This is an optimization exercise on Yosys and OpenROAD, whose aim is a short achievable clock period and few clock cycles per item, not a production implementation. Function was checked by simulation only, so behaviour that the tests miss may differ from the original. The flow treats the clock pin as an ideal source, which a real chip does not have. No activity file was given, so power comes from the tool's default toggle rates.

==> flow/config.mk <==
export PLATFORM = sky130hd
export DESIGN_NAME = superscalar_core
export DESIGN_NICKNAME = superscalar_core
export VERILOG_FILES = /design/flow/design.v
export SDC_FILE = /design/flow/constraint.sdc
export NUM_CORES = 8
export LEC_CHECK = 0
export ABC_CLOCK_PERIOD_IN_PS = 2500
export CAP_MARGIN = 40
export CELL_PAD_IN_SITES_DETAIL_PLACEMENT = 1
export CELL_PAD_IN_SITES_GLOBAL_PLACEMENT = 2
export CORE_MARGIN = 2
export CORE_UTILIZATION = 35
export GPL_ROUTABILITY_DRIVEN = 1
export PLACE_DENSITY = 0.5
export SETUP_SLACK_MARGIN = 3.2
export SLEW_MARGIN = 60
export SYNTH_HIERARCHICAL = 1
export SYNTH_MINIMUM_KEEP_SIZE = 1000
export TNS_END_PERCENT = 10
==> flow/flow/io.tcl <==
# keep the offer valid inputs next to the accept outputs, and put the clock
# pin in the middle of an edge, close to the centre of the clock tree
set_io_pin_constraint -group -order -pin_names {insn_valid_i[0] insn_accept_o[0] insn_valid_i[1] insn_accept_o[1]}
set die [[ord::get_db_block] getDieArea]
set dbu [[ord::get_db_tech] getDbUnitsPerMicron]
set ymid [expr { ([$die yMin] + [$die yMax]) / 2.0 / $dbu }]
set_io_pin_constraint -pin_names {clk} -region "left:[expr { $ymid - 10 }]-[expr { $ymid + 10 }]"
==> flow/standard.sh <==
#!/bin/bash
# synth_recipe.tcl (not shown) runs the flow's synth.tcl, then flattens the netlist and writes it again
# the make line also repeats each setting of config.mk as NAME=value (left out here)
make -C /OpenROAD-flow-scripts/flow DESIGN_CONFIG=/design/flow/config.mk WORK_HOME=/design/flow/orfs CLKGATE_MAP_FILE= SYNTH_SCRIPT=/design/flow/synth_recipe.tcl "${@:-finish}"
==> flow/flow/grt_pre.tcl <==
# Repair antennas at global routing with a margin, so that the detailed
# routes rarely need the (slow) repair-and-reroute loop afterwards.
if { [info commands orfs_repair_antennas_std] == "" } {
  rename repair_antennas orfs_repair_antennas_std
  proc repair_antennas { args } {
    return [orfs_repair_antennas_std {*}$args -ratio_margin 30]
  }
}
==> flow/flow/run.sh <==
#!/bin/bash
# The standard layout with: plain buffers (not delay cells) on the ports,
# sizing not limited to the same footprint, the offer/accept pins placed
# together and the clock pin mid-edge, an extra timing repair pass after
# clock tree synthesis, and antenna repair with a margin at global routing.
set -euo pipefail
F=$(pwd)/flow
bash standard.sh MATCH_CELL_FOOTPRINT=0 \
  "BUFFER_PORTS_ARGS=-buffer_cell sky130_fd_sc_hd__buf_4" \
  PRE_IO_PLACEMENT_TCL=$F/io.tcl POST_CTS_TCL=$F/post_cts.tcl \
  PRE_GLOBAL_ROUTE_TCL=$F/grt_pre.tcl \
  finish > standard_flow.log 2>&1
==> flow/design.v <==
`timescale 1ns/10ps
package cpu_pkg;
    localparam int XLEN = 32;
    localparam int REG_ADDR_W = 5;
    localparam int NUM_REGS = 32;
    localparam int W = 2;
    localparam int QD = 12;
    localparam int RW = 5 * W + 4;
    localparam logic [6:0] OPC_OP = 7'b0110011;
    localparam logic [6:0] OPC_OP_IMM = 7'b0010011;
    localparam int S_ADD = 0;    
    localparam int S_SLT = 1;
    localparam int S_SLL = 2;
    localparam int S_SRL = 3;
    localparam int S_XOR = 4;
    localparam int S_OR  = 5;
    localparam int S_AND = 6;
    localparam int NSEL = 7;
endpackage
`timescale 1ns/10ps
module issue_decode (
    input  logic        clk,
    input  logic        rst,
    input  logic [63:0] insn_i,
    input  logic [1:0]  insn_valid_i,
    output logic [1:0]  insn_accept_o,
    output logic [cpu_pkg::W*32-1:0] rf_sel_a_o,
    output logic [cpu_pkg::W*32-1:0] rf_sel_b_o,
    input  logic [cpu_pkg::W*32-1:0] rf_data_a_i,
    input  logic [cpu_pkg::W*32-1:0] rf_data_b_i,
    input  logic [cpu_pkg::W*32-1:0] r_data_i,
    output logic [cpu_pkg::W-1:0]    dx_v_o,
    output logic [cpu_pkg::W*5-1:0]  dx_rd_o,
    output logic [cpu_pkg::W*cpu_pkg::NSEL-1:0] dx_sel_o,
    output logic [cpu_pkg::W-1:0]    dx_sub_o,
    output logic [cpu_pkg::W*4-1:0]  dx_tag_o,     
    output logic [cpu_pkg::W*32-1:0] is_a_o,
    output logic [cpu_pkg::W*32-1:0] is_b_o,
    output logic [cpu_pkg::W*cpu_pkg::RW-1:0] is_route_o
);
    localparam int W = cpu_pkg::W;      
    localparam int QD = cpu_pkg::QD;
    localparam int NSEL = cpu_pkg::NSEL;
    logic [1:0]      d_keep;
    logic [4:0]      d_rd   [2];
    logic [4:0]      d_rs1  [2];
    logic [1:0]      d_u1;
    logic [1:0]      d_u2;
    logic [11:0]     d_imm  [2];    
    logic [1:0]      d_useimm;
    logic [1:0]      d_zext;
    logic [NSEL-1:0] d_sel  [2];
    logic [1:0]      d_sub;
    always_comb begin
        for (int k = 0; k < 2; k++) begin
            logic [31:0] w;
            logic [6:0] opc;
            logic [2:0] f3;
            logic [6:0] f7;
            logic       legal;
            logic       isop;
            w = insn_i[k*32 +: 32];
            opc = w[6:0];
            f3 = w[14:12];
            f7 = w[31:25];
            isop = (opc == cpu_pkg::OPC_OP);
            legal = 1'b0;
            if (isop) begin
                if (f3 == 3'b000) legal = (f7 == 7'b0000000) || (f7 == 7'b0100000);
                else legal = (f3 != 3'b011) && (f7 == 7'b0000000);
            end else if (opc == cpu_pkg::OPC_OP_IMM) begin
                if (f3 == 3'b001 || f3 == 3'b101) legal = (f7 == 7'b0000000);
                else legal = (f3 != 3'b011);
            end
            d_rd[k] = w[11:7];
            d_rs1[k] = w[19:15];
            d_keep[k] = legal && (w[11:7] != 5'd0);
            d_u1[k] = (w[19:15] != 5'd0);
            d_u2[k] = isop && (w[24:20] != 5'd0);
            d_imm[k] = w[31:20];
            d_useimm[k] = !isop;
            d_zext[k] = (f3 == 3'b100) || (f3 == 3'b110) || (f3 == 3'b111);
            d_sel[k] = '0;
            d_sel[k][cpu_pkg::S_ADD] = (f3 == 3'b000);
            d_sel[k][cpu_pkg::S_SLT] = (f3 == 3'b010);
            d_sel[k][cpu_pkg::S_SLL] = (f3 == 3'b001);
            d_sel[k][cpu_pkg::S_SRL] = (f3 == 3'b101);
            d_sel[k][cpu_pkg::S_XOR] = (f3 == 3'b100);
            d_sel[k][cpu_pkg::S_OR]  = (f3 == 3'b110);
            d_sel[k][cpu_pkg::S_AND] = (f3 == 3'b111);
            d_sub[k] = (f3 == 3'b010) || (isop && f3 == 3'b000 && f7[5]);
        end
    end
    localparam int E_RD = 0;        
    localparam int E_RS1 = 5;       
    localparam int E_U1 = 10;       
    localparam int E_U2 = 11;       
    localparam int E_IMM = 12;      
    localparam int E_USEIMM = 24;
    localparam int E_ZEXT = 25;
    localparam int E_SEL = 26;      
    localparam int E_SUB = 33;
    localparam int E_TAG = 34;      
    localparam int EW = 38;
    function automatic logic [4:0] e_rd(input logic [EW-1:0] e);
        e_rd = e[E_RD +: 5];
    endfunction
    function automatic logic [4:0] e_rs2(input logic [EW-1:0] e);
        e_rs2 = e[E_IMM +: 5];
    endfunction
    function automatic logic e_reads(input logic [EW-1:0] e, input logic [4:0] r);
        e_reads = (e[E_U1] && e[E_RS1 +: 5] == r) || (e[E_U2] && e[E_IMM +: 5] == r);
    endfunction
    logic [1:0]      kin;           
    logic [EW-1:0]   p_e    [2];
    always_ff @(posedge clk) begin
        for (int k = 0; k < 2; k++) begin
            p_e[k] <= '0;
            p_e[k][E_RD +: 5] <= d_rd[k];
            p_e[k][E_RS1 +: 5] <= d_rs1[k];
            p_e[k][E_U1] <= d_u1[k];
            p_e[k][E_U2] <= d_u2[k];
            p_e[k][E_IMM +: 12] <= d_imm[k];
            p_e[k][E_USEIMM] <= d_useimm[k];
            p_e[k][E_ZEXT] <= d_zext[k];
            p_e[k][E_SEL +: NSEL] <= d_sel[k];
            p_e[k][E_SUB] <= d_sub[k];
        end
    end
    logic [QD-1:0]   q_v;
    logic [QD-1:0]   q_vc;        
    logic [EW-1:0]   q_e      [QD];
    logic [3:0]      tail_tag;    
    logic [EW-1:0]   f_e      [2];    
    always_comb begin
        f_e[0] = p_e[0];
        f_e[0][E_TAG +: 4] = tail_tag;
        f_e[1] = p_e[1];
        f_e[1][E_TAG +: 4] = kin[0] ? tail_tag + 4'd1 : tail_tag;
    end
    logic            full2;       
    localparam int HP = 4;          
    logic [HP-1:1]   pick;
    logic [W-1:0]    iss;
    logic [2:0]      ns;          
    logic [QD-1:0]   v_after;
    logic [QD-1:0]   v_next;
    logic [QD-1:0]   ff;          
    logic [1:0]      acc;
    always_comb begin
        iss[0] = q_v[0];
        iss[1] = q_v[0] && |pick;
        ns[0] = !q_v[0];
        ns[1] = q_v[0] && !iss[1];
        ns[2] = iss[1];
        for (int i = 0; i < QD; i++) begin
            v_after[i] = 1'b0;
            for (int s = 0; s <= 2; s++) begin
                if (i + s < QD) v_after[i] = v_after[i] | (ns[s] & q_v[i+s]);
            end
        end
        acc[0] = insn_valid_i[0];
        acc[1] = insn_valid_i[0] && insn_valid_i[1] && !full2;
        for (int i = 0; i < QD; i++) begin
            ff[i] = !v_after[i] && (i == 0 || v_after[(i == 0) ? 0 : i - 1]);
        end
        for (int i = 0; i < QD; i++) begin
            v_next[i] = v_after[i] || (ff[i] && (kin[0] || kin[1]))
                      || (i >= 1 && ff[(i == 0) ? 0 : i - 1] && kin[0] && kin[1]);
        end
    end
    assign insn_accept_o = acc;
    logic           rdy_next;
    always_comb begin
        case ({acc[1], acc[0]})
            2'b00: rdy_next = !v_next[QD-1];
            2'b01: rdy_next = !v_next[QD-2];
            default: rdy_next = !v_next[QD-3];
        endcase
    end
    always_ff @(posedge clk or posedge rst) begin
        if (rst) begin
            q_v <= '0;
            tail_tag <= '0;
        end else begin
            q_v <= v_next;
            tail_tag <= tail_tag + 4'(kin[0]) + 4'(kin[1]);
        end
    end
    always_ff @(posedge clk) begin
        for (int i = 0; i < QD; i++) begin
            if (v_after[i]) begin
                logic [2:0] sh;
                logic [EW-1:0] e;
                sh = ns;
                for (int c = 2; c < HP; c++) begin
                    if (i < c - 1 && pick[c]) sh = 3'b010;
                end
                e = '0;
                for (int s = 0; s <= 2; s++) begin
                    if (i + s < QD) e = e | ({EW{sh[s]}} & q_e[i+s]);
                end
                q_e[i] <= e;
            end else begin
                q_e[i] <= (ff[i] && kin[0]) ? f_e[0] : f_e[1];
            end
        end
    end
    function automatic logic [W-1:0] youngest(input logic [W-1:0] hit);
        for (int j = 0; j < W; j++) begin
            youngest[j] = hit[j];
            for (int i = j + 1; i < W; i++) begin
                if (hit[i]) youngest[j] = 1'b0;
            end
        end
    endfunction
    localparam int NS = HP + 1;
    logic [NS-1:0]   scen;           
    logic [HP-1:1]   s_pick [NS];
    logic [EW-1:0]   s_l    [NS][W];
    logic [31:0]     s_oh1  [NS][W];
    logic [31:0]     s_oh2  [NS][W];
    logic [W-1:0]    s_byp1 [NS][W];
    logic [W-1:0]    s_byp2 [NS][W];
    logic [W-1:0]    s_fwd1 [NS][W];
    logic [W-1:0]    s_fwd2 [NS][W];
    always_comb begin
        scen[0] = !q_v[0];
        scen[1] = q_v[0] && !(|pick);
        for (int c = 1; c < HP; c++) scen[1 + c] = q_v[0] && pick[c];
        for (int sc = 0; sc < NS; sc++) begin
            logic [HP-1:0] va;
            logic [EW-1:0] e [HP];
            logic [W-1:0] iv;           
            logic [4:0] ird [W];
            logic [HP-1:1] ok;
            logic none;
            logic [31:0] c_oh1 [HP];
            logic [31:0] c_oh2 [HP];
            logic [W-1:0] c_byp1 [HP];
            logic [W-1:0] c_byp2 [HP];
            logic [W-1:0] c_fwd1 [HP];
            logic [W-1:0] c_fwd2 [HP];
            for (int i = 0; i < HP; i++) begin
                int src;
                if (sc == 0) src = i;
                else if (sc == 1) src = i + 1;
                else src = (i < sc - 2) ? i + 1 : i + 2;
                va[i] = q_vc[src];
                e[i] = q_e[src];
            end
            for (int c = 1; c < HP; c++) begin
                ok[c] = va[c];
                for (int i = 0; i < c; i++) begin
                    if (e_reads(e[c], e_rd(e[i]))) ok[c] = 1'b0;
                    if (i >= 1) begin
                        if (e_reads(e[i], e_rd(e[c]))) ok[c] = 1'b0;
                        if (e_rd(e[c]) == e_rd(e[i])) ok[c] = 1'b0;
                    end
                end
            end
            none = 1'b1;
            for (int c = 1; c < HP; c++) begin
                s_pick[sc][c] = none && ok[c];
                none = none && !ok[c];
            end
            if (!va[0]) e[0] = kin[0] ? f_e[0] : f_e[1];
            iv[0] = (sc != 0);
            iv[1] = (sc >= 2);
            ird[0] = e_rd(q_e[0]);
            ird[1] = (sc >= 2) ? e_rd(q_e[sc - 1]) : 5'd0;
            for (int k = 0; k < HP; k++) begin
                logic [EW-1:0] x;
                logic [W-1:0] b1, b2, f1, f2;
                x = e[k];
                for (int r = 0; r < 32; r++) begin
                    c_oh1[k][r] = (r != 0) && x[E_RS1 +: 5] == 5'(r);
                    c_oh2[k][r] = (r != 0) && x[E_U2] && e_rs2(x) == 5'(r);
                end
                for (int j = 0; j < W; j++) begin
                    b1[j] = dx_v_o[j] && x[E_U1] && dx_rd_o[j*5 +: 5] == x[E_RS1 +: 5];
                    b2[j] = dx_v_o[j] && x[E_U2] && dx_rd_o[j*5 +: 5] == e_rs2(x);
                    f1[j] = iv[j] && x[E_U1] && ird[j] == x[E_RS1 +: 5];
                    f2[j] = iv[j] && x[E_U2] && ird[j] == e_rs2(x);
                end
                c_byp1[k] = youngest(b1);
                c_byp2[k] = youngest(b2);
                c_fwd1[k] = youngest(f1);
                c_fwd2[k] = youngest(f2);
            end
            s_l[sc][0] = e[0];
            s_oh1[sc][0] = c_oh1[0];
            s_oh2[sc][0] = c_oh2[0];
            s_byp1[sc][0] = c_byp1[0];
            s_byp2[sc][0] = c_byp2[0];
            s_fwd1[sc][0] = c_fwd1[0];
            s_fwd2[sc][0] = c_fwd2[0];
            s_l[sc][1] = '0;
            s_oh1[sc][1] = '0;
            s_oh2[sc][1] = '0;
            s_byp1[sc][1] = '0;
            s_byp2[sc][1] = '0;
            s_fwd1[sc][1] = '0;
            s_fwd2[sc][1] = '0;
            for (int c = 1; c < HP; c++) begin
                s_l[sc][1] = s_l[sc][1] | ({EW{s_pick[sc][c]}} & e[c]);
                s_oh1[sc][1] = s_oh1[sc][1] | ({32{s_pick[sc][c]}} & c_oh1[c]);
                s_oh2[sc][1] = s_oh2[sc][1] | ({32{s_pick[sc][c]}} & c_oh2[c]);
                s_byp1[sc][1] = s_byp1[sc][1] | ({W{s_pick[sc][c]}} & c_byp1[c]);
                s_byp2[sc][1] = s_byp2[sc][1] | ({W{s_pick[sc][c]}} & c_byp2[c]);
                s_fwd1[sc][1] = s_fwd1[sc][1] | ({W{s_pick[sc][c]}} & c_fwd1[c]);
                s_fwd2[sc][1] = s_fwd2[sc][1] | ({W{s_pick[sc][c]}} & c_fwd2[c]);
            end
        end
    end
    function automatic logic [cpu_pkg::RW-1:0] route(input logic [EW-1:0] e,
                                                     input logic [W-1:0] fa,
                                                     input logic [W-1:0] fb);
        logic sh, ar, sub, oa, ob;
        sh = e[E_SEL + cpu_pkg::S_SLL] || e[E_SEL + cpu_pkg::S_SRL];
        ar = !sh;
        sub = e[E_SUB];
        oa = !(|fa);
        ob = !(|fb);
        route = {fb & {W{sh}}, ob && sh,
                 fa & {W{sh}}, oa && sh,
                 fb & {W{ar && sub}},
                 fb & {W{ar && !sub}}, ob && ar,
                 fa & {W{ar}}, oa && ar};
    endfunction
    logic [EW-1:0]   l_e    [W];
    logic [31:0]     l_oh1  [W];
    logic [31:0]     l_oh2  [W];
    logic [W-1:0]    l_byp1 [W];
    logic [W-1:0]    l_byp2 [W];
    logic [W-1:0]    l_fwd1 [W];
    logic [W-1:0]    l_fwd2 [W];
    logic [cpu_pkg::RW-1:0] l_route [W];
    always_ff @(posedge clk) begin
        logic [HP-1:1] pk;
        kin <= acc & d_keep;
        q_vc <= v_next;
        pk = '0;
        for (int sc = 0; sc < NS; sc++) pk = pk | ({(HP-1){scen[sc]}} & s_pick[sc]);
        full2 <= !rdy_next;
        pick <= pk;
        for (int k = 0; k < W; k++) begin
            logic [EW-1:0] e;
            logic [31:0] oh1, oh2;
            logic [W-1:0] byp1, byp2, fwd1, fwd2;
            e = '0; oh1 = '0; oh2 = '0; byp1 = '0; byp2 = '0; fwd1 = '0; fwd2 = '0;
            for (int sc = 0; sc < NS; sc++) begin
                e = e | ({EW{scen[sc]}} & s_l[sc][k]);
                oh1 = oh1 | ({32{scen[sc]}} & s_oh1[sc][k]);
                oh2 = oh2 | ({32{scen[sc]}} & s_oh2[sc][k]);
                byp1 = byp1 | ({W{scen[sc]}} & s_byp1[sc][k]);
                byp2 = byp2 | ({W{scen[sc]}} & s_byp2[sc][k]);
                fwd1 = fwd1 | ({W{scen[sc]}} & s_fwd1[sc][k]);
                fwd2 = fwd2 | ({W{scen[sc]}} & s_fwd2[sc][k]);
            end
            l_e[k] <= e;
            l_oh1[k] <= oh1;
            l_oh2[k] <= oh2;
            l_byp1[k] <= byp1;
            l_byp2[k] <= byp2;
            l_fwd1[k] <= fwd1;
            l_fwd2[k] <= fwd2;
            l_route[k] <= route(e, fwd1, fwd2);
        end
    end
    logic [31:0]  op_a   [W];
    logic [31:0]  op_b   [W];
    always_comb begin
        for (int k = 0; k < W; k++) begin
            rf_sel_a_o[k*32 +: 32] = l_oh1[k];
            rf_sel_b_o[k*32 +: 32] = l_oh2[k];
        end
    end
    always_comb begin
        for (int k = 0; k < W; k++) begin
            op_a[k] = {32{!(|l_byp1[k])}} & rf_data_a_i[k*32 +: 32];
            op_b[k] = {32{!(|l_byp2[k])}} & rf_data_b_i[k*32 +: 32];
            for (int j = 0; j < W; j++) begin
                op_a[k] = op_a[k] | ({32{l_byp1[k][j]}} & r_data_i[j*32 +: 32]);
                op_b[k] = op_b[k] | ({32{l_byp2[k][j]}} & r_data_i[j*32 +: 32]);
            end
            if (l_e[k][E_USEIMM]) begin
                op_b[k] = l_e[k][E_ZEXT] ? {20'd0, l_e[k][E_IMM +: 12]}
                                         : {{20{l_e[k][E_IMM + 11]}}, l_e[k][E_IMM +: 12]};
            end
        end
    end
    always_ff @(posedge clk or posedge rst) begin
        if (rst) begin
            dx_v_o <= '0;
        end else begin
            dx_v_o <= iss;
        end
    end
    always_ff @(posedge clk) begin
        for (int k = 0; k < W; k++) begin
            dx_rd_o[k*5 +: 5] <= l_e[k][E_RD +: 5];
            dx_sel_o[k*NSEL +: NSEL] <= l_e[k][E_SEL +: NSEL];
            dx_sub_o[k] <= l_e[k][E_SUB];
            dx_tag_o[k*4 +: 4] <= l_e[k][E_TAG +: 4];
        end
    end
    always_comb begin
        for (int k = 0; k < W; k++) begin
            is_a_o[k*32 +: 32] = op_a[k];
            is_b_o[k*32 +: 32] = op_b[k] ^ {32{l_e[k][E_SUB]}};
            is_route_o[k*cpu_pkg::RW +: cpu_pkg::RW] = l_route[k];
        end
    end
endmodule
`timescale 1ns/10ps
module execute_lanes (
    input  logic        clk,
    input  logic        rst,
    input  logic [cpu_pkg::W-1:0]    dx_v_i,
    input  logic [cpu_pkg::W*5-1:0]  dx_rd_i,
    input  logic [cpu_pkg::W*cpu_pkg::NSEL-1:0] dx_sel_i,
    input  logic [cpu_pkg::W-1:0]    dx_sub_i,
    input  logic [cpu_pkg::W*4-1:0]  dx_tag_i,     
    input  logic [cpu_pkg::W*32-1:0] is_a_i,
    input  logic [cpu_pkg::W*32-1:0] is_b_i,
    input  logic [cpu_pkg::W*cpu_pkg::RW-1:0] is_route_i,
    output logic [cpu_pkg::W-1:0]    r_v_o,
    output logic [cpu_pkg::W*5-1:0]  r_rd_o,
    output logic [cpu_pkg::W*32-1:0] r_data_o,
    output logic [cpu_pkg::W*32-1:0] r_we_o,
    output logic [cpu_pkg::W-1:0]    wb_valid_o,
    output logic [cpu_pkg::W*5-1:0]  wb_rd_o,
    output logic [cpu_pkg::W*32-1:0] wb_data_o
);
    localparam int W = cpu_pkg::W;
    localparam int NSEL = cpu_pkg::NSEL;
    logic [31:0] x_a  [W];     
    logic [31:0] x_bx [W];
    logic [31:0] x_as [W];     
    logic [4:0]  x_bs [W];
    logic [31:0] res   [W];
    logic [31:0] res_e [W];      
    logic [31:0] sum_l [W];      
    always_comb begin
        for (int j = 0; j < W; j++) begin
            logic [32:0] sum;
            logic [NSEL-1:0] sel;
            logic sub, slt, b31;
            sel = dx_sel_i[j*NSEL +: NSEL];
            sub = dx_sub_i[j];
            sum = {x_a[j], 1'b1} + {x_bx[j], sub};
            b31 = x_bx[j][31] ^ sub;
            slt = (x_a[j][31] ^ b31) ? x_a[j][31] : sum[32];
            sum_l[j] = ({32{sel[cpu_pkg::S_ADD]}} & sum[32:1])
                     | ({32{sel[cpu_pkg::S_SLT]}} & {31'd0, slt});
            res_e[j] = ({32{sel[cpu_pkg::S_SLL]}} & (x_as[j] << x_bs[j]))
                     | ({32{sel[cpu_pkg::S_SRL]}} & (x_as[j] >> x_bs[j]))
                     | ({32{sel[cpu_pkg::S_XOR]}} & (x_a[j] ^ x_bx[j]))
                     | ({32{sel[cpu_pkg::S_OR]}}  & (x_a[j] | x_bx[j]))
                     | ({32{sel[cpu_pkg::S_AND]}} & (x_a[j] & x_bx[j]));
            res[j] = sum_l[j] | res_e[j];
        end
    end
    always_ff @(posedge clk) begin
        for (int k = 0; k < W; k++) begin
            logic [cpu_pkg::RW-1:0] rt;
            logic ra_o, rb_o, rs_o, rbs_o;
            logic [W-1:0] ra_f, rb_p, rb_n, rs_f, rbs_f;
            logic [31:0] a, bx, as, ea, ebx, eas;
            logic [4:0]  bs, ebs;
            rt = is_route_i[k*cpu_pkg::RW +: cpu_pkg::RW];
            {rbs_f, rbs_o, rs_f, rs_o, rb_n, rb_p, rb_o, ra_f, ra_o} = rt;
            ea = {32{ra_o}} & is_a_i[k*32 +: 32];
            ebx = {32{rb_o}} & is_b_i[k*32 +: 32];
            eas = {32{rs_o}} & is_a_i[k*32 +: 32];
            ebs = {5{rbs_o}} & is_b_i[k*32 +: 5];
            a = '0;
            bx = '0;
            as = '0;
            bs = '0;
            for (int j = 0; j < W; j++) begin
                logic ad;
                ad = dx_sel_i[j*NSEL + cpu_pkg::S_ADD] || dx_sel_i[j*NSEL + cpu_pkg::S_SLT];
                ea = ea | ({32{ra_f[j]}} & res_e[j]);
                ebx = ebx | ({32{rb_p[j]}} & res_e[j]) | ({32{rb_n[j] && !ad}} & ~res_e[j]);
                eas = eas | ({32{rs_f[j]}} & res_e[j]);
                ebs = ebs | ({5{rbs_f[j]}} & res_e[j][4:0]);
                a = a | ({32{ra_f[j] && ad}} & sum_l[j]);
                bx = bx | ({32{rb_p[j] && ad}} & sum_l[j]) | ({32{rb_n[j] && ad}} & ~sum_l[j]);
                as = as | ({32{rs_f[j] && ad}} & sum_l[j]);
                bs = bs | ({5{rbs_f[j] && ad}} & sum_l[j][4:0]);
            end
            x_a[k] <= ea | a;
            x_bx[k] <= ebx | bx;
            x_as[k] <= eas | as;
            x_bs[k] <= ebs | bs;
        end
    end
    logic [W*4-1:0] r_tag;
    logic [15:0] rob_v;
    logic [4:0]  rob_rd   [16];
    logic [31:0] rob_data [16];
    logic [15:0] head;         
    logic [15:0] head1;        
    logic [1:0]  o_v;
    logic [4:0]  o_rd   [2];
    logic [31:0] o_data [2];
    always_comb begin
        head1 = {head[14:0], head[15]};
        o_v[0] = |(rob_v & head);
        o_v[1] = o_v[0] && |(rob_v & head1);
        o_rd[0] = '0;
        o_rd[1] = '0;
        o_data[0] = '0;
        o_data[1] = '0;
        for (int t = 0; t < 16; t++) begin
            o_rd[0] = o_rd[0] | ({5{head[t]}} & rob_rd[t]);
            o_rd[1] = o_rd[1] | ({5{head1[t]}} & rob_rd[t]);
            o_data[0] = o_data[0] | ({32{head[t]}} & rob_data[t]);
            o_data[1] = o_data[1] | ({32{head1[t]}} & rob_data[t]);
        end
    end
    always_ff @(posedge clk or posedge rst) begin
        if (rst) begin
            r_v_o <= '0;
            r_we_o <= '0;
            wb_valid_o <= '0;
            rob_v <= '0;
            head <= 16'd1;
        end else begin
            r_v_o <= dx_v_i;
            wb_valid_o <= o_v;
            if (o_v[1]) head <= {head[13:0], head[15:14]};
            else if (o_v[0]) head <= head1;
            for (int t = 0; t < 16; t++) begin
                logic set, clr;
                set = 1'b0;
                for (int k = 0; k < W; k++) begin
                    if (r_v_o[k] && r_tag[k*4 +: 4] == 4'(t)) set = 1'b1;
                end
                clr = (o_v[0] && head[t]) || (o_v[1] && head1[t]);
                if (set) rob_v[t] <= 1'b1;
                else if (clr) rob_v[t] <= 1'b0;
            end
            for (int k = 0; k < W; k++) begin
                for (int r = 0; r < 32; r++) begin
                    logic later;
                    later = 1'b0;
                    for (int j = k + 1; j < W; j++) begin
                        later = later | (dx_v_i[j] && dx_rd_i[j*5 +: 5] == 5'(r));
                    end
                    r_we_o[k*32 + r] <= (r != 0) && dx_v_i[k] && dx_rd_i[k*5 +: 5] == 5'(r) && !later;
                end
            end
        end
    end
    always_ff @(posedge clk) begin
        r_tag <= dx_tag_i;
        for (int t = 0; t < 16; t++) begin
            for (int k = 0; k < W; k++) begin
                if (r_v_o[k] && r_tag[k*4 +: 4] == 4'(t)) begin
                    rob_rd[t] <= r_rd_o[k*5 +: 5];
                    rob_data[t] <= r_data_o[k*32 +: 32];
                end
            end
        end
        for (int k = 0; k < W; k++) begin
            r_rd_o[k*5 +: 5] <= dx_rd_i[k*5 +: 5];
            r_data_o[k*32 +: 32] <= res[k];
            wb_rd_o[k*5 +: 5] <= o_rd[k] & {5{o_v[k]}};
            wb_data_o[k*32 +: 32] <= o_data[k] & {32{o_v[k]}};
        end
    end
endmodule
`timescale 1ns/10ps
module writeback_regfile (
    input  logic        clk,
    input  logic        rst,
    input  logic [cpu_pkg::W*32-1:0] rf_sel_a_i,
    input  logic [cpu_pkg::W*32-1:0] rf_sel_b_i,
    output logic [cpu_pkg::W*32-1:0] rf_data_a_o,
    output logic [cpu_pkg::W*32-1:0] rf_data_b_o,
    input  logic [cpu_pkg::W-1:0]    r_v_i,
    input  logic [cpu_pkg::W*5-1:0]  r_rd_i,
    input  logic [cpu_pkg::W*32-1:0] r_data_i,
    input  logic [cpu_pkg::W*32-1:0] r_we_i
);
    localparam int W = cpu_pkg::W;
    logic [31:0] regs [32];
    always_ff @(posedge clk or posedge rst) begin
        if (rst) begin
            for (int r = 1; r < 32; r++) regs[r] <= '0;
        end else begin
            for (int r = 1; r < 32; r++) begin
                for (int k = 0; k < W; k++) begin
                    if (r_we_i[k*32 + r]) regs[r] <= r_data_i[k*32 +: 32];
                end
            end
        end
    end
    assign regs[0] = '0;
    always_comb begin
        for (int k = 0; k < W; k++) begin
            rf_data_a_o[k*32 +: 32] = '0;
            rf_data_b_o[k*32 +: 32] = '0;
            for (int r = 1; r < 32; r++) begin
                rf_data_a_o[k*32 +: 32] = rf_data_a_o[k*32 +: 32]
                    | ({32{rf_sel_a_i[k*32 + r]}} & regs[r]);
                rf_data_b_o[k*32 +: 32] = rf_data_b_o[k*32 +: 32]
                    | ({32{rf_sel_b_i[k*32 + r]}} & regs[r]);
            end
        end
    end
endmodule
`timescale 1ns/10ps
module superscalar_core (
    input  logic        clk,
    input  logic        rst,
    input  logic [63:0] insn_i,
    input  logic [1:0]  insn_valid_i,
    output logic [1:0]  insn_accept_o,
    output logic [1:0]  wb_valid_o,
    output logic [9:0]  wb_rd_o,
    output logic [63:0] wb_data_o
);
    localparam int W = cpu_pkg::W;
    localparam int NSEL = cpu_pkg::NSEL;
    logic [W*32-1:0] rf_sel_a;
    logic [W*32-1:0] rf_sel_b;
    logic [W*32-1:0] rf_data_a;
    logic [W*32-1:0] rf_data_b;
    logic [W-1:0]    dx_v;
    logic [W*5-1:0]  dx_rd;
    logic [W*NSEL-1:0] dx_sel;
    logic [W-1:0]    dx_sub;
    logic [W*4-1:0]  dx_tag;
    logic [W*32-1:0] is_a;
    logic [W*32-1:0] is_b;
    logic [W*cpu_pkg::RW-1:0] is_route;
    logic [W-1:0]    r_v;
    logic [W*5-1:0]  r_rd;
    logic [W*32-1:0] r_data;
    logic [W*32-1:0] r_we;
    issue_decode issue_decode_i (
        .clk           (clk),
        .rst           (rst),
        .insn_i        (insn_i),
        .insn_valid_i  (insn_valid_i),
        .insn_accept_o (insn_accept_o),
        .rf_sel_a_o    (rf_sel_a),
        .rf_sel_b_o    (rf_sel_b),
        .rf_data_a_i   (rf_data_a),
        .rf_data_b_i   (rf_data_b),
        .r_data_i      (r_data),
        .dx_v_o        (dx_v),
        .dx_rd_o       (dx_rd),
        .dx_sel_o      (dx_sel),
        .dx_sub_o      (dx_sub),
        .dx_tag_o      (dx_tag),
        .is_a_o        (is_a),
        .is_b_o        (is_b),
        .is_route_o    (is_route)
    );
    execute_lanes execute_lanes_i (
        .clk      (clk),
        .rst      (rst),
        .dx_v_i   (dx_v),
        .dx_rd_i  (dx_rd),
        .dx_sel_i (dx_sel),
        .dx_sub_i (dx_sub),
        .dx_tag_i (dx_tag),
        .is_a_i   (is_a),
        .is_b_i   (is_b),
        .is_route_i (is_route),
        .r_v_o    (r_v),
        .r_rd_o   (r_rd),
        .r_data_o (r_data),
        .r_we_o   (r_we),
        .wb_valid_o (wb_valid_o),
        .wb_rd_o  (wb_rd_o),
        .wb_data_o (wb_data_o)
    );
    writeback_regfile writeback_regfile_i (
        .clk         (clk),
        .rst         (rst),
        .rf_sel_a_i  (rf_sel_a),
        .rf_sel_b_i  (rf_sel_b),
        .rf_data_a_o (rf_data_a),
        .rf_data_b_o (rf_data_b),
        .r_v_i       (r_v),
        .r_rd_i      (r_rd),
        .r_data_i    (r_data),
        .r_we_i      (r_we)
    );
endmodule
==> flow/flow/post_cts.tcl <==
# a second, stronger timing repair after the standard one
log_cmd repair_timing -setup -setup_margin $::env(SETUP_SLACK_MARGIN) -repair_tns 100 -verbose
set result [catch { detailed_placement } msg]
if { $result != 0 } {
  error "Detailed placement failed after the extra repair: $msg"
}
check_placement -verbose
==> flow/constraint.sdc <==
create_clock -name core_clock -period 6.0 [get_ports {clk}]
set_input_delay 1.2000 -clock core_clock [delete_from_list [all_inputs] [get_ports {clk}]]
set_output_delay 1.2000 -clock core_clock [all_outputs]
set_load 0.01 [all_outputs]
==> results.sh <==
export IMPL_chipHeight_um=715
export IMPL_synthCells=19000
export IMPL_die_area_sq_um=511000
export IMPL_cts_sinks=2850
export IMPL_vias=190000
export IMPL_power_leakage_uw=0.0811
export IMPL_clk_latency_ps=1080
export IMPL_drive_gt1_frac=0.265
export IMPL_rr_worst_depth=11
export IMPL_wl_um=1230000
export IMPL_syn_area_sq_um=177000
export IMPL_hold_depth=1
export IMPL_crit_type="reg -> reg"
export IMPL_drtAntennaViolNets=0
export IMPL_dp_cells=24600
export IMPL_outcome="timing/DRC/antenna clean"
export IMPL_antenna_found_initial=231
export IMPL_place_gp_congestion=1.03
export IMPL_relSlewSlack=0.491
export IMPL_worst_slew_pin_slew_ps=763
export IMPL_p_per_area_nw_per_um2=217
export IMPL_grt_pass1_vias=181000
export IMPL_crit_path_end_kind="flip-flop"
export IMPL_required_ps=6910
export IMPL_layout_common_cells="nand2_1, a22oi_1, mux2i_1"
export IMPL_drc=0
export IMPL_overflow=0
export IMPL_nets=19300
export IMPL_fin_cells=26200
export IMPL_drt_initial_drc_count=34700
export IMPL_min_period_ps=3580
export IMPL_first_pass_iters=15
export IMPL_finClkSkew_ps=110
export IMPL_crit_arrival_ps=4490
export IMPL_clk_pin_slew_ps=60
export IMPL_grt_max_degree=82
export IMPL_hold_path_class="in -> reg"
export IMPL_wl_per_cell_um=47.0
export IMPL_syn_area_per_cell_sq_um=9.32
export IMPL_timing_final_max_slew_violations=0
export IMPL_ir_worst_vdd_mv=0.224
export IMPL_fmax_mhz=279
export IMPL_final_common_cell="nand2_1"
export IMPL_crit_path_max_fanout=18
export IMPL_num_rows=261
export IMPL_timing_max_cap_violations=0
export IMPL_cts_tree="yes"
export IMPL_fp_coreArea_sq_um=504000
export IMPL_chipWidth_um=715
export IMPL_ioPinCount=146
export IMPL_start_kind="flip-flop"
export IMPL_syn_nets=19200
export IMPL_hpwlAfterDp_um=822000
export IMPL_layout_setup_ws_ps=2420
export IMPL_grt_util_all_layers=0.461
export IMPL_hold_viol=0
export IMPL_finalSetupViolations=0
export IMPL_yosysWarnings=87
export IMPL_post_drt_via_cell_ratio=7.24
export IMPL_start_util=0.351
export IMPL_syn_to_final_growth_pct=25.0
export IMPL_min_period_over_period=0.597
export IMPL_grt_setup_unrepaired="true"
export IMPL_portBuffers=145
export IMPL_grt_first_pass_wirelength_um=1640000
export IMPL_place_worst_setup_slack_ps=1900
==> area by class of cell <==
class	count	area (sq um)
flip-flops and latches	2850	69800
multi-input cells	13700	107000
repair buffers	1886	21700
fillers	54800	283000
well taps	6706	8390
diodes	109	273
clock inverters	144	1990
repair inverters	2	22.5
inverters	349	1390
clock buffers	539	10700
==> worst max-delay path, stage by stage, from the launching register on <==
cell and delay (ps):
dfxtp_2 370, buf_6 260, a22oi_1 250, nand4_1 270
or4_4 630, a211oi_2 290, a21oi_2 70, xor2_2 200
a22oi_2 190, o2111a_1 210, nand4_1 330, a211o_1 370
==> path summary, 6_finish.rpt <==
check / startpoint / to / slack (ps)
setup / recovery: issue_decode_i.l_oh2[1][3] / execute_lanes_i.x_bx[1][0] / 2420
min in group asynchronous: rst / execute_lanes_i.r_v_o[0] / 330
setup reg to reg: issue_decode_i.l_oh2[1][3] / execute_lanes_i.x_bx[1][0] / 2420
max in group asynchronous: rst / writeback_regfile_i.regs[11][13] / 4110
hold reg to reg: issue_decode_i.l_e[1][4] / issue_decode_i.dx_rd_o[9] / 310
hold / removal: insn_i[10] / issue_decode_i.p_e[0][3] / 280
==> power by group <==
part	switching, uW	internal, uW	leakage [uW]	total, uW
clock	10000	13800	0.00621	23900
sequential	541	19900	0.0303	20400
combinational	2220	1360	0.0446	3590
total	12800	35100	0.0811	47900
==> layer usage <==
layer,up-vias,track usage,part of all wire
li1,73600,-,-
met1,97700,0.596,0.39
met2,14500,0.648,0.40
met3,3975,0.174,0.13
met4,103,0.276,0.076
met5,-,0.0137,0.0017
==> metrics by stage <==
stage | hold WS [ps] | setup TNS [ps] | utilization | cell area [sq um] | total power (uW)
after global routing | 251 | 0 | 0.438 | 221000 | 48900
after global placement | 311 | 0 | 0.366 | 184000 | 23700
after floorplan | 310 | -8795410 | - | 177000 | 22400
after detailed placement | 313 | 0 | 0.378 | 190000 | 23800
final | 284 | 0 | 0.438 | 221000 | 47900
==> sequential cells by signal, indices dropped and copies added (netlist names), 14 cells and up <==
register / flops
issue_decode_i.q_e: 456
issue_decode_i.p_e: 68
issue_decode_i.l_oh2: 62
execute_lanes_i.x_as: 64
execute_lanes_i.x_a: 64
execute_lanes_i.wb_data_o: 64
execute_lanes_i.rob_data: 512
issue_decode_i.l_route: 28
execute_lanes_i.r_data_o: 64
issue_decode_i.l_oh1: 62
execute_lanes_i.head: 16
execute_lanes_i.rob_v: 16
execute_lanes_i.rob_rd: 80
writeback_regfile_i.regs: 992
issue_decode_i.dx_sel_o: 14
execute_lanes_i.x_bx: 64
issue_decode_i.l_e: 62
execute_lanes_i.r_we_o: 62
Testbench counts, summed over its fixed seeds: cycles 6,716, items 12,800.

-- static timing again, ports no longer ideal --
No port has a modelled driver above. Below, the same layout with a new extraction and two added sets of constraints. Step 1 (the two cells are an assumption about what drives the block):
set clk [get_ports {clk}]
set_driving_cell -lib_cell sky130_fd_sc_hd__clkbuf_16 $clk
set_driving_cell -lib_cell sky130_fd_sc_hd__buf_2 [delete_from_list [all_inputs] $clk]
Step 2 adds t to the input delays and takes it off the output delays; t is the mean of the earliest and latest rising clock arrival at the registers after step 1. Input paths then give back, and output paths get back, about the clock's delay inside the block. a / b / c = ideal ports / drivers / drivers and shift; a / b = the first two.
shift t [ns]: 1.112
setup slack, ns: 2.419 / 2.419 / 2.419
hold WS [ns]: 0.284 / 0.213 / 0.306
worst slew at a driven data input, ns: 0.05
After both steps this run still meets setup and hold. The setup slack of this run moves by 0.000 ns with the drivers and by 0.000 ns with both steps.
